Context: an optimization exercise on an open-source flow, tuned for small area and a short achievable clock period. The choices shown serve that exercise and are no tape-out recipe.
Only simulation tests tie the RTL to the original design; equivalence was not proved.
No activity file was given, so power comes from the tool's default toggle rates.

## multi_channel_snooper
module multi_channel_snooper
#(
    parameter int NUM_CH      = 4,
    parameter int TDATA_WIDTH = 512,
    parameter int TKEEP_WIDTH = TDATA_WIDTH / 8,
    parameter int CNT_WIDTH   = 20
) (
    input  logic                          clk,
    input  logic                          areset,
    input  logic [NUM_CH*TKEEP_WIDTH-1:0] mon_TKEEP,
    input  logic [NUM_CH-1:0]             mon_TVALID,
    input  logic [NUM_CH-1:0]             mon_TREADY,
    input  logic [NUM_CH-1:0]             mon_TLAST,
    input  logic [NUM_CH-1:0]             ch_enable,
    input  logic                          measure,
    output logic [63:0]                   report_TDATA,
    output logic [7:0]                    report_TKEEP,
    output logic                          report_TVALID,
    input  logic                          report_TREADY,
    output logic                          report_TLAST,
    output logic                          busy,
    output logic [NUM_CH*CNT_WIDTH-1:0]   pkt_size,
    output logic [NUM_CH-1:0]             pkt_size_valid,
    output logic                          measure_sync_out
);
make LEC_CHECK=0 CAP_MARGIN=20 CORE_MARGIN=2 CORE_UTILIZATION=40 CTS_CLUSTER_DIAMETER=120 CTS_CLUSTER_SIZE=24 SLEW_MARGIN=20 finish   # period 14.0 ns
run.sh (not shown) runs the stock make flow with config.mk's settings and CLKGATE_MAP_FILE= SYNTH_SCRIPT=/design/flow/synth_recipe.tcl, a recipe that flattens the netlist after the stock synthesis.
Rerun with:
==> flow/flow/run.sh (new file) <==
#!/bin/bash
# Layout flow: the standard layout (standard synthesis unchanged), with the port buffers
# made from a small buffer instead of the resizer's default delay cell, timing repair aiming
# for a setup slack of 8 ns at the design's clock, and a leaner clock tree. Every tool's
# output goes to a log file in this folder; ORFS keeps its per-step logs under orfs/logs/.
set -euo pipefail
bash standard.sh synth > synth.log 2>&1
bash standard.sh "BUFFER_PORTS_ARGS=-buffer_cell sky130_fd_sc_hd__buf_1" SETUP_SLACK_MARGIN=8.6 TNS_END_PERCENT=5 \
    "CTS_ARGS=-sink_clustering_enable -repair_clock_nets -dont_use_dummy_load -sink_clustering_size 24 -sink_clustering_max_diameter 120" finish > layout.log 2>&1
==> flow/standard.sh (new file) <==
#!/bin/bash
# synth_recipe.tcl (not shown) runs the flow's synth.tcl, then flattens the netlist and writes it again
# the make line also repeats each setting of config.mk as NAME=value (left out here)
make -C /OpenROAD-flow-scripts/flow DESIGN_CONFIG=/design/flow/config.mk WORK_HOME=/design/flow/orfs CLKGATE_MAP_FILE= SYNTH_SCRIPT=/design/flow/synth_recipe.tcl "${@:-finish}"
--- a/flow/config.mk
+++ b/flow/config.mk
@@ -9,5 +9,3 @@
 export CORE_MARGIN = 2
 export CORE_UTILIZATION = 40
-export CTS_CLUSTER_DIAMETER = 120
-export CTS_CLUSTER_SIZE = 24
 export SLEW_MARGIN = 20
removed: flow/run.sh
Outcome: The new run completed without violations; final area is lower by 2.9%; count of clock-buffer cells in the layout fell by 16; total power climbs by 1.9%; wire length went down by 0.72%; clock power shrinks by 4.4%; non-clock buffer count came out higher by 66; worst setup slack improves by 1.4 ns.


Starting RTL as in the previous note.
export LEC_CHECK = 0
export CAP_MARGIN = 20
export CORE_MARGIN = 2
export CORE_UTILIZATION = 40
export SLEW_MARGIN = 20
create_clock -name core_clock -period 14.0 [get_ports {clk}]
standard.sh (not shown) runs the stock make flow with config.mk's settings and CLKGATE_MAP_FILE= SYNTH_SCRIPT=/design/flow/synth_recipe.tcl, a recipe that flattens the netlist after the stock synthesis.
==> flow/flow/run.sh <==
#!/bin/bash
# Layout flow: the standard layout (standard synthesis unchanged), with the port buffers
# made from a small buffer instead of the resizer's default delay cell, timing repair aiming
# for a setup slack of 8.6 ns at the design's clock on the worst 5% of endpoints, and a leaner
# clock tree. Every tool's
# output goes to a log file in this folder; ORFS keeps its per-step logs under orfs/logs/.
set -euo pipefail
bash standard.sh synth > synth.log 2>&1
bash standard.sh "BUFFER_PORTS_ARGS=-buffer_cell sky130_fd_sc_hd__buf_1" SETUP_SLACK_MARGIN=8.6 TNS_END_PERCENT=5 \
    "CTS_ARGS=-sink_clustering_enable -repair_clock_nets -dont_use_dummy_load -sink_clustering_size 24 -sink_clustering_max_diameter 120" finish > layout.log 2>&1
The first run completed with no timing, DRC or antenna violations.
Rerun with:
==> flow/flow/run.sh (replaced) <==
#!/bin/bash
# Layout flow: the standard layout (standard synthesis unchanged), with the port buffers
# made from a small buffer instead of the resizer's default delay cell, timing repair aiming
# for a setup slack of 8 ns at the design's clock, and a leaner clock tree. Every tool's
# output goes to a log file in this folder; ORFS keeps its per-step logs under orfs/logs/.
set -euo pipefail
bash standard.sh synth > synth.log 2>&1
bash standard.sh "BUFFER_PORTS_ARGS=-buffer_cell sky130_fd_sc_hd__buf_1" SETUP_SLACK_MARGIN=8 \
    "CTS_ARGS=-sink_clustering_enable -repair_clock_nets -dont_use_dummy_load -sink_clustering_size 24 -sink_clustering_max_diameter 120" finish > layout.log 2>&1
CORE_UTILIZATION = 60   (was 40)
- final area goes down by 2.3%
- via count goes up by 2.4%
- worst hold slack barely changes
- clock power goes down by 2.4%
Rerun with:
CORE_UTILIZATION = 40   (was 60)
Outcome: Setup slack gains 0.047 ns. Via count shrinks by a few percent. Cell area goes up slightly.
Rerun with:
--- a/flow/flow/run.sh
+++ b/flow/flow/run.sh
@@ -6,4 +6,4 @@
 set -euo pipefail
 bash standard.sh synth > synth.log 2>&1
-bash standard.sh "BUFFER_PORTS_ARGS=-buffer_cell sky130_fd_sc_hd__buf_1" SETUP_SLACK_MARGIN=8 \
+bash standard.sh "BUFFER_PORTS_ARGS=-buffer_cell sky130_fd_sc_hd__buf_1" \
     "CTS_ARGS=-sink_clustering_enable -repair_clock_nets -dont_use_dummy_load -sink_clustering_size 24 -sink_clustering_max_diameter 120" finish > layout.log 2>&1
Cell area came out lower by 3.3%.
Sequential share of layout area went up by 1.1 points.
Final cell count goes down by 1.2%.
Non-clock buffer count decreases by 57.
Core utilization drops by 1.5 points.
Routed wire length decreases by 1.0%.
Rerun with:
--- a/flow/flow/run.sh
+++ b/flow/flow/run.sh
@@ -6,4 +6,4 @@
 set -euo pipefail
 bash standard.sh synth > synth.log 2>&1
-bash standard.sh "BUFFER_PORTS_ARGS=-buffer_cell sky130_fd_sc_hd__buf_1" \
+bash standard.sh "BUFFER_PORTS_ARGS=-buffer_cell sky130_fd_sc_hd__buf_1" SETUP_SLACK_MARGIN=7.8 \
     "CTS_ARGS=-sink_clustering_enable -repair_clock_nets -dont_use_dummy_load -sink_clustering_size 24 -sink_clustering_max_diameter 120" finish > layout.log 2>&1
Result: The changed run finished clean; total power is higher by about 1.7%; count of clock-buffer cells in the layout is higher by 1; area after synthesis is unchanged; synthesized cell count stays the same; non-clock buffer count climbs by 15; die area is unchanged; worst setup slack improved by 0.66 ns; combinational power climbs by about 4%; global-route usage stays flat.

## re-timing with driven ports
Ports are ideal in the flow. The routed layouts listed here were re-timed in OpenROAD.
Step 1: set_driving_cell puts a clkbuf_16 on clk and a buf_2 on each other input, an assumption about the parent block.
Step 2, shift: input delay + t, output delay - t, t = (earliest + latest rising clock arrival at the registers) / 2. This alone moves slack from input paths to output paths.
Three values: ideal ports, drivers, drivers and shift; two values: the first two.
| run | shift t [ns] | setup WS [ns] | worst setup path at the end |
|---|---|---|---|
| the first run of note 1 | 0.683 | 6.683 / 6.611 / 7.005 | input to register |
| the second run of note 1 | 0.664 | 8.092 / 8.055 / 7.441 | input to register |
| the first run of note 2 | 0.664 | 8.092 / 8.055 / 7.441 | input to register |
| the second run of note 2 | 0.643 | 7.977 / 7.991 / 7.348 | input to register |
| the third run of note 2 | 0.673 | 8.025 / 7.953 / 7.422 | input to register |
| the fourth run of note 2 | 0.672 | 7.163 / 7.092 / 7.353 | input to register |
| the fifth run of note 2 | 0.667 | 7.822 / 7.757 / 7.428 | input to register |
After both steps every run listed still meets setup and hold.
